What follows belongs to an exercise in optimizing a design on an open flow for small area, a short achievable clock period and few clock cycles per item; a production flow would make more cautious choices.
Only simulation tests tie the RTL to the original design; equivalence was not proved.

<file path="design/flow/design.v">
package dvpf_pkg;
	localparam int SPEED_WIDTH_DEF    = 16;
	localparam int GAIN_FRAC_BITS_DEF = 8;
	localparam int GAIN_WIDTH      = 16;
	localparam int LIMIT_WIDTH     = 11;
	localparam int DRIVE_WIDTH     = 11;
	localparam int STEP_FRAC_BITS  = 16;
	localparam int CFG_INDEX_WIDTH = 3;
	localparam int CFG_DATA_WIDTH  = 16;
	localparam logic signed [DRIVE_WIDTH-1:0] PWM_MAX = 11'sd1023;
	localparam logic signed [DRIVE_WIDTH-1:0] PWM_MIN = -11'sd1023;
	localparam logic signed [LIMIT_WIDTH-1:0] INTEG_UPPER_RST = 11'sd50;
	localparam logic signed [LIMIT_WIDTH-1:0] INTEG_LOWER_RST = -11'sd50;
	localparam logic [CFG_INDEX_WIDTH-1:0] REG_FF_GAIN     = 3'd0;
	localparam logic [CFG_INDEX_WIDTH-1:0] REG_ACCEL_GAIN  = 3'd1;
	localparam logic [CFG_INDEX_WIDTH-1:0] REG_PROP_GAIN   = 3'd2;
	localparam logic [CFG_INDEX_WIDTH-1:0] REG_ISTEP_GAIN  = 3'd3;
	localparam logic [CFG_INDEX_WIDTH-1:0] REG_INTEG_UPPER = 3'd4;
	localparam logic [CFG_INDEX_WIDTH-1:0] REG_INTEG_LOWER = 3'd5;
	typedef struct packed {
		logic [GAIN_WIDTH-1:0]  ff_gain;
		logic [GAIN_WIDTH-1:0]  accel_gain;
		logic [GAIN_WIDTH-1:0]  prop_gain;
		logic [GAIN_WIDTH-1:0]  istep_gain;
		logic [LIMIT_WIDTH-1:0] integ_upper;
		logic [LIMIT_WIDTH-1:0] integ_lower;
	} cfg_t;
	typedef struct packed {
		logic load_s1;
		logic adv_s1;
		logic adv_s2;
	} pipe_ctl_t;
endpackage
module dvpf_cfg (
	input  logic                                 clk,
	input  logic                                 arst_n,
	input  logic                                 cfg_valid,
	output logic                                 cfg_ready,
	input  logic [dvpf_pkg::CFG_INDEX_WIDTH-1:0] cfg_index,
	input  logic [dvpf_pkg::CFG_DATA_WIDTH-1:0]  cfg_data,
	output dvpf_pkg::cfg_t                       regs
);
	dvpf_pkg::cfg_t regs_q;
	assign cfg_ready = 1'b1;
	assign regs      = regs_q;
	always_ff @(posedge clk or negedge arst_n) begin
		if (!arst_n) begin
			regs_q.ff_gain     <= '0;
			regs_q.accel_gain  <= '0;
			regs_q.prop_gain   <= '0;
			regs_q.istep_gain  <= '0;
			regs_q.integ_upper <= dvpf_pkg::INTEG_UPPER_RST;
			regs_q.integ_lower <= dvpf_pkg::INTEG_LOWER_RST;
		end else if (cfg_valid) begin
			unique case (cfg_index)
				dvpf_pkg::REG_FF_GAIN:     regs_q.ff_gain    <= cfg_data;
				dvpf_pkg::REG_ACCEL_GAIN:  regs_q.accel_gain <= cfg_data;
				dvpf_pkg::REG_PROP_GAIN:   regs_q.prop_gain  <= cfg_data;
				dvpf_pkg::REG_ISTEP_GAIN:  regs_q.istep_gain <= cfg_data;
				dvpf_pkg::REG_INTEG_UPPER:
					regs_q.integ_upper <= cfg_data[dvpf_pkg::LIMIT_WIDTH-1:0];
				dvpf_pkg::REG_INTEG_LOWER:
					regs_q.integ_lower <= cfg_data[dvpf_pkg::LIMIT_WIDTH-1:0];
				default: ;
			endcase
		end
	end
endmodule
module dvpf_chan #(
	parameter int SPEED_WIDTH    = dvpf_pkg::SPEED_WIDTH_DEF,
	parameter int GAIN_FRAC_BITS = dvpf_pkg::GAIN_FRAC_BITS_DEF
) (
	input  logic                                    clk,
	input  logic                                    arst_n,
	input  dvpf_pkg::pipe_ctl_t                     ctl,
	input  dvpf_pkg::cfg_t                          regs,
	input  logic signed [SPEED_WIDTH-1:0]           target,
	input  logic signed [SPEED_WIDTH-1:0]           speed,
	output logic signed [dvpf_pkg::DRIVE_WIDTH-1:0] drive
);
	localparam int W      = SPEED_WIDTH;
	localparam int F      = GAIN_FRAC_BITS;
	localparam int GW     = dvpf_pkg::GAIN_WIDTH;
	localparam int LW     = dvpf_pkg::LIMIT_WIDTH;
	localparam int DW     = dvpf_pkg::DRIVE_WIDTH;
	localparam int SH     = dvpf_pkg::STEP_FRAC_BITS - F;
	localparam int ERR_W  = W + 1;
	localparam int ESUM_W = W + 2;
	localparam int FF_W   = GW + W;
	localparam int AC_W   = GW + ERR_W;
	localparam int ST_W   = GW + 1 + ESUM_W;
	localparam int INT_W  = LW + F + 1;
	localparam int SUMI_W = ((ST_W > INT_W) ? ST_W : INT_W) + 1;
	localparam int TOT_W  = ((AC_W > INT_W) ? AC_W : INT_W) + 2;
	localparam logic signed [ST_W-1:0]  STEP_HALF  = ST_W'((1 << SH) >> 1);
	localparam logic signed [TOT_W-1:0] DRIVE_HALF = TOT_W'(1 << (F - 1));
	logic signed [W-1:0]      tgt_s1, spd_s1, last_tgt_q;
	logic signed [ERR_W-1:0]  err, dtgt, last_err_q;
	logic signed [ESUM_W-1:0] esum;
	logic signed [FF_W-1:0]   ff_x, ff_y, ff_s2;
	logic signed [AC_W-1:0]   ac_x, ac_y, ac_s2, p_x, p_y, p_s2;
	logic signed [ST_W-1:0]   st_x, st_y, st_s2, step_r;
	logic signed [SUMI_W-1:0] isum, lim_lo, lim_hi;
	logic signed [INT_W-1:0]  integ_q, integ_nx;
	logic signed [TOT_W-1:0]  total, rnd;
	logic signed [DW-1:0]     drive_nx, drive_q;
	assign err  = {tgt_s1[W-1], tgt_s1} - {spd_s1[W-1], spd_s1};
	assign dtgt = {tgt_s1[W-1], tgt_s1} - {last_tgt_q[W-1], last_tgt_q};
	assign esum = {err[ERR_W-1], err} + {last_err_q[ERR_W-1], last_err_q};
	assign ff_x = FF_W'($signed(regs.ff_gain));
	assign ff_y = FF_W'(tgt_s1);
	assign ac_x = AC_W'($signed(regs.accel_gain));
	assign ac_y = AC_W'(dtgt);
	assign p_x  = AC_W'($signed(regs.prop_gain));
	assign p_y  = AC_W'(err);
	assign st_x = ST_W'($signed({1'b0, regs.istep_gain}));
	assign st_y = ST_W'(esum);
	assign step_r = (st_s2 + STEP_HALF) >>> SH;
	assign isum   = SUMI_W'(integ_q) + SUMI_W'(step_r);
	assign lim_lo = SUMI_W'($signed(regs.integ_lower)) <<< F;
	assign lim_hi = SUMI_W'($signed(regs.integ_upper)) <<< F;
	always_comb begin
		if (isum < lim_lo) begin
			integ_nx = INT_W'(lim_lo);
		end else if (isum > lim_hi) begin
			integ_nx = INT_W'(lim_hi);
		end else begin
			integ_nx = INT_W'(isum);
		end
	end
	assign total = TOT_W'(ff_s2) + TOT_W'(ac_s2) + TOT_W'(p_s2) + TOT_W'(integ_nx);
	assign rnd   = (total + DRIVE_HALF) >>> F;
	always_comb begin
		if (rnd > TOT_W'(dvpf_pkg::PWM_MAX)) begin
			drive_nx = dvpf_pkg::PWM_MAX;
		end else if (rnd < TOT_W'(dvpf_pkg::PWM_MIN)) begin
			drive_nx = dvpf_pkg::PWM_MIN;
		end else begin
			drive_nx = rnd[DW-1:0];
		end
	end
	assign drive = drive_q;
	always_ff @(posedge clk) begin
		if (ctl.load_s1) begin
			tgt_s1 <= target;
			spd_s1 <= speed;
		end
		if (ctl.adv_s1) begin
			ff_s2 <= ff_x * ff_y;
			ac_s2 <= ac_x * ac_y;
			p_s2  <= p_x * p_y;
			st_s2 <= st_x * st_y;
		end
		if (ctl.adv_s2) begin
			drive_q <= drive_nx;
		end
	end
	always_ff @(posedge clk or negedge arst_n) begin
		if (!arst_n) begin
			last_tgt_q <= '0;
			last_err_q <= '0;
			integ_q    <= '0;
		end else begin
			if (ctl.adv_s1) begin
				last_tgt_q <= tgt_s1;
				last_err_q <= err;
			end
			if (ctl.adv_s2) begin
				integ_q <= integ_nx;
			end
		end
	end
endmodule
module dual_velocity_pi_feedforward #(
	parameter int SPEED_WIDTH    = dvpf_pkg::SPEED_WIDTH_DEF,
	parameter int GAIN_FRAC_BITS = dvpf_pkg::GAIN_FRAC_BITS_DEF
) (
	input  logic                                    clk,
	input  logic                                    arst_n,
	input  logic                                    sample_valid,
	output logic                                    sample_ready,
	input  logic signed [SPEED_WIDTH-1:0]           sample_target_a,
	input  logic signed [SPEED_WIDTH-1:0]           sample_target_b,
	input  logic signed [SPEED_WIDTH-1:0]           sample_speed_a,
	input  logic signed [SPEED_WIDTH-1:0]           sample_speed_b,
	output logic                                    command_valid,
	input  logic                                    command_ready,
	output logic signed [dvpf_pkg::DRIVE_WIDTH-1:0] command_drive_a,
	output logic signed [dvpf_pkg::DRIVE_WIDTH-1:0] command_drive_b,
	input  logic                                    cfg_valid,
	output logic                                    cfg_ready,
	input  logic [dvpf_pkg::CFG_INDEX_WIDTH-1:0]    cfg_index,
	input  logic [dvpf_pkg::CFG_DATA_WIDTH-1:0]     cfg_data
);
	dvpf_pkg::cfg_t      regs;
	dvpf_pkg::pipe_ctl_t ctl;
	logic                valid_s1, valid_s2, valid_q;
	assign ctl.adv_s2   = valid_s2 & (!valid_q | command_ready);
	assign ctl.adv_s1   = valid_s1 & (!valid_s2 | ctl.adv_s2);
	assign sample_ready = !valid_s1 | ctl.adv_s1;
	assign ctl.load_s1  = sample_valid & sample_ready;
	assign command_valid = valid_q;
	always_ff @(posedge clk or negedge arst_n) begin
		if (!arst_n) begin
			valid_s1 <= 1'b0;
			valid_s2 <= 1'b0;
			valid_q  <= 1'b0;
		end else begin
			valid_s1 <= ctl.load_s1 | (valid_s1 & !ctl.adv_s1);
			valid_s2 <= ctl.adv_s1 | (valid_s2 & !ctl.adv_s2);
			valid_q  <= ctl.adv_s2 | (valid_q & !command_ready);
		end
	end
	dvpf_cfg u_cfg (
		.clk       (clk),
		.arst_n    (arst_n),
		.cfg_valid (cfg_valid),
		.cfg_ready (cfg_ready),
		.cfg_index (cfg_index),
		.cfg_data  (cfg_data),
		.regs      (regs)
	);
	dvpf_chan #(
		.SPEED_WIDTH    (SPEED_WIDTH),
		.GAIN_FRAC_BITS (GAIN_FRAC_BITS)
	) u_chan_a (
		.clk    (clk),
		.arst_n (arst_n),
		.ctl    (ctl),
		.regs   (regs),
		.target (sample_target_a),
		.speed  (sample_speed_a),
		.drive  (command_drive_a)
	);
	dvpf_chan #(
		.SPEED_WIDTH    (SPEED_WIDTH),
		.GAIN_FRAC_BITS (GAIN_FRAC_BITS)
	) u_chan_b (
		.clk    (clk),
		.arst_n (arst_n),
		.ctl    (ctl),
		.regs   (regs),
		.target (sample_target_b),
		.speed  (sample_speed_b),
		.drive  (command_drive_b)
	);
endmodule
</file>
<file path="design/flow/constraint.sdc">
create_clock -name core_clock -period 11.0 [get_ports {clk}]
set_input_delay 2.2000 -clock core_clock [delete_from_list [all_inputs] [get_ports {clk}]]
set_output_delay 2.2000 -clock core_clock [all_outputs]
set_load 0.01 [all_outputs]
</file>
<file path="design/flow/run.sh">
#!/bin/bash
# synth_recipe.tcl (not shown) runs the flow's synth.tcl, then flattens the netlist and writes it again
# the make line also repeats each setting of config.mk as NAME=value (left out here)
make -C /OpenROAD-flow-scripts/flow DESIGN_CONFIG=/design/flow/config.mk WORK_HOME=/design/flow/orfs CLKGATE_MAP_FILE= SYNTH_SCRIPT=/design/flow/synth_recipe.tcl finish
</file>
<file path="design/flow/config.mk">
export PLATFORM = sky130hd
export DESIGN_NAME = dual_velocity_pi_feedforward
export DESIGN_NICKNAME = dual_velocity_pi_feedforward
export VERILOG_FILES = /design/flow/design.v
export SDC_FILE = /design/flow/constraint.sdc
export NUM_CORES = 4
export LEC_CHECK = 0
export CAP_MARGIN = 20
export CORE_MARGIN = 2
export CORE_UTILIZATION = 40
export SLEW_MARGIN = 20
</file>
==> implementation parameters <==
Parameter                              Value

Clocking
  Clock buffers created by TritonCTS ... 71
  Source-to-sink clock delay at the later pin of the worst-skew pair ... around 730 ps
  Worst-case clock buffer depth ... 3
  Clock tree from TritonCTS ... yes
  Total clock sinks ... approximately 530
  Clock H-tree levels ... 3
  Number of hold buffers added after CTS ... 0
  Cell at the root of the clock tree ... sky130_fd_sc_hd__clkbuf_16
  CTS clk-pin slew, worst paths ... 70 ps

Layout
  Final Util ... 0.435
  Commonest non-fill, non-tap cell in the layout ... sky130_fd_sc_hd__inv_1
  Commonest cells after routing, fill and taps aside ... 2651 x sky130_fd_sc_hd__inv_1, 2350 x sky130_fd_sc_hd__fa_1, 1491 x sky130_fd_sc_hd__nand2_1, 1039 x sky130_fd_sc_hd__ha_1, 831 x sky130_fd_sc_hd__and2_1
  Fillers ... 28000
  Fraction of layout cells with a size suffix above 1 ... 0.0578
  Sequential cell area ... 15100 µm²
  Number of standard cells in the layout, taps in and fillers out ... 15900
  Final net count ... 15600
  Combined area of the multi-input logic cells ... ~90000 µm²
  Synthesis-to-layout area growth ... 8.18%
  Final Instance Area ... 125000 µm²

Drt
  Number of vias in the routed layout ... between 80000 and 90000
  Initial DRC count ... 5240
  Remaining antenna violation count after routing ... 0
  Post-route DRC ... 0
  Number of optimization iterations in the first detailed-route pass ... 6
  Via density per instance ... 5.11
  Routed wirelength normalized by instance count ... 20.6 µm
  Post-detailed-routing wire length ... 329 mm

Critical path
  Slack of the worst reg-to-reg path ... 440 ps
  R2R Path Start ... u_chan_a.st_s2[7]
  Type of origin of the critical path ... flip-flop
  Class of the most critical setup path ... reg2reg
  Biggest cell delay along the critical path ... 500 ps
  Reg2Reg Depth ... 39
  Startpoint of the most critical setup path ... u_chan_a.st_s2[7]
  Critical Path Fanout Max ... 9
  Data arrival time of the worst path ... ~11000 ps
  Most common cell on crit path ... sky130_fd_sc_hd__ha_1
  Library cell contributing the largest single delay on the critical path ... sky130_fd_sc_hd__fa_1
  Crit. End Element ... flip-flop
  Capture instance of the worst register-to-register path ... u_chan_a.drive_q[0]
  Capturing element of the worst setup path ... u_chan_a.drive_q[0]
  Worst Path Required ... 11450 ps

Synth
  Synthesized Nets ... 15500
  Distinct cell type count after synthesis ... 98
  Main combinational cell family by area after synthesis ... adder cells
  Sequential-to-total area share from yosys stat ... 0.130
  Primary FF master, synth ... sky130_fd_sc_hd__edfxtp_1
  Synth Warn # ... 3
  Synth async-reset ratio ... 0.366
  Complex-gate fraction of the synthesized area ... 0.0595
  Post-synthesis share of cell area spent on xor and xnor gates ... 0.0364
  Share of synthesized area spent on multiplexers ... 0.0149
  Number of synthesized flops with an enable pin ... around 340
  Post-synthesis simple-gate area fraction ... 0.141
  Synthesized area per cell ... 9.61 µm²
  Number of flip-flops and latches in the synthesized netlist ... 533
  Gate count of the mapped netlist ... between 10000 and 15000
  Synthesized cell area ... 116000 µm²
  Post-synthesis share of cell area spent on full adders, half adders and majority gates ... 0.519

Global route
  First-pass GRT wire length ... 522 mm
  Via count of the first global-routing pass ... just under 90000
  Initial antenna violation count ... 31
  Grt total ovfl ... 0
  All-Layer GR Usage ... 0.232
  Pin count of the biggest net entering global routing ... 128

Die
  Starting Density ... 0.402
  Core Region ... 288000 µm²
  Core Rows ... a little under 200
  Vertical extent of the die ... 542 µm
  Total Die Area ... about 290000 µm²
  I/O pin count ... 113
  Die Width ... 542 µm

Min path
  Type of the most critical hold path ... reg2reg
  Hold Path Stages ... 2

Timing
  Time the worst path needs with I/O delays and setup ... 10560 ps
  Final setup violation count ... 0
  Max-slew violation total from the final report ... 0
  Clock skew after layout ... roughly 74 ps
  Setup TNS Final ... 0 ps
  Transition time at the pin with the least slew margin ... 1220 ps
  Peak Freq ... 0.0947 GHz
  Count of final hold-check violations ... 0
  Setup repair after global routing missed its margin ... yes
  Least setup slack across all paths after layout ... 445 ps
  Worst hold slack after final layout ... 483 ps
  Relative slew slack ... 0.184
  Fraction of the cycle the final worst path needs ... 0.960

Place
  Post-Place Cell Area ... 122000 µm²
  Final weighted congestion in routability-driven placement ... 0.942
  Setup Slack @ Placement ... -250 ps
  Number of buffer cells added on primary ports ... 111
  Count of placed standard cells including taps ... about 16000
  Detailed placer's ending HPWL ... around 270 mm

Run status
  Status ... complete, no violations

Flow run
  # Max-Cap Violations ... 0
-- worst max-delay path: cells and delay by family (launching register included) --
family | cells | cell delay, ps
XOR/XNOR | 2 | 340
AO/OA/AOI/OAI | 18 | 3710
adder cells (fa/ha/maj) | 8 | 2880
AND/OR/NAND/NOR | 8 | 2340
buffers and inverters | 2 | 390
multiplexers | 1 | 210
flip-flops | 1 | 400
-- worst min path at each step --
stage	from	endpoint	slack, ps
after floorplan	u_chan_a.last_tgt_q[15]	u_chan_a.last_tgt_q[15]	450
after global placement	u_chan_b.last_tgt_q[15]	u_chan_b.last_tgt_q[15]	470
after detailed placement	u_chan_b.last_err_q[0]	u_chan_b.last_err_q[0]	480
after CTS	u_chan_b.integ_q[6]	u_chan_b.integ_q[6]	490
after global routing	u_chan_b.integ_q[6]	u_chan_b.integ_q[6]	520
final	u_chan_b.integ_q[6]	u_chan_b.integ_q[6]	480
-- logic make-up after synthesis --
kind of cell,after synthesis
adders and majority gates,3392
and+or+nand+nor,3337
buffers and inverters,3084
AOI/OAI and AO/OA,1070
DFF,533
xor gates and xnor gates,481
muxes,157
other,1
-- routing by layer --
layer	vias to the layer above	track usage	share of wire
met3	431	0.0298	0.059
li1	36900	-	-
met1	41900	0.321	0.44
met2	2168	0.377	0.46
met5	-	0	0.00031
met4	16	0.0757	0.038
-- layout make-up --
| class | instances | share of cell area |
|---|---|---|
| Sequential cell | 533 | 0.120 |
| Clock inverter | 46 | 0.00445 |
| Multi-Input combinational cell | 8439 | 0.717 |
| Timing Repair Buffer | 381 | 0.0255 |
| Clock buffer | 86 | 0.0150 |
| Tap cell | 3781 | 0.0377 |
| Antenna cell | 14 | 0.000280 |
| Inverter | 2654 | 0.0796 |
-- registers in the layout, summed over array words and instances (netlist names), 17 cells and up --
| signal | cells |
|---|---|
| u_cfg.regs_q | 86 |
| u_chan_a.ac_s2 | 33 |
| u_chan_a.ff_s2 | 32 |
| u_chan_a.integ_q | 20 |
| u_chan_a.last_err_q | 17 |
| u_chan_a.p_s2 | 33 |
| u_chan_a.st_s2 | 28 |
| u_chan_b.ac_s2 | 33 |
| u_chan_b.ff_s2 | 32 |
| u_chan_b.integ_q | 20 |
| u_chan_b.last_err_q | 17 |
| u_chan_b.p_s2 | 33 |
| u_chan_b.st_s2 | 28 |
-- cells in the mapped netlist, drive strengths merged (13+ instances only) --
| cell type | instances | area (µm²) |
|---|---|---|
| o21bai | 48 | 360 |
| o21ai | 256 | 1290 |
| clkbuf | 413 | 1550 |
| ha | 1042 | 13000 |
| nand4 | 46 | 288 |
| inv | 2654 | 9960 |
| a211o | 13 | 114 |
| or2 | 33 | 206 |
| nor2b | 135 | 845 |
| fa | 2350 | 47000 |
| dfrtp | 184 | 4600 |
| o31ai | 27 | 244 |
| nor2 | 275 | 1030 |
| buf | 17 | 75.1 |
| o211ai | 18 | 135 |
| mux2 | 125 | 1410 |
| and3 | 59 | 375 |
| o2111ai | 15 | 131 |
| mux2i | 32 | 320 |
| a21o | 121 | 912 |
| a21oi | 304 | 1530 |
| nand3 | 125 | 626 |
| xnor2 | 367 | 3210 |
| xor2 | 114 | 998 |
| and2 | 833 | 5210 |
| edfxtp | 338 | 10100 |
| o21a | 59 | 443 |
| or3 | 34 | 214 |
| nor3 | 106 | 531 |
| a31oi | 36 | 225 |
| nand2b | 135 | 845 |
| nor4 | 13 | 81.3 |
| a211oi | 41 | 313 |
| nand2 | 1491 | 5600 |
| a21boi | 16 | 120 |
-- what timing repair did --
item,4_1_cts,5_1_grt
buffers inserted,1,17
gates cloned,0,2
gates resized for setup,8,95
endpoints found under the setup margin,14,37
pin swaps,1,16
Testbench counts, summed over its fixed seeds: cycles 16,128, items 16,000.

-- afterwards: timing with drivers on the ports --
No port has a modelled driver above. Below, the same layout with a new extraction and two added sets of constraints. Step 1: set_driving_cell puts a clkbuf_16 on clk and a buf_2 on each other input, an assumption about the parent block. Step 2 times the ports against the registers' clock, not the clock port: input delays grow and output delays shrink by t, the midpoint of the rising clock arrivals with the driver on. Three values: ideal, step 1, step 2; two values: the first two.
t, ns: 0.800
setup slack, ns: 0.445 / 0.445 / 0.445
worst data-port slew with drivers (ns): 0.15
After both steps this run still meets setup and hold. For this run, drivers alone change the setup slack by 0.000 ns; drivers and shift together by 0.000 ns.
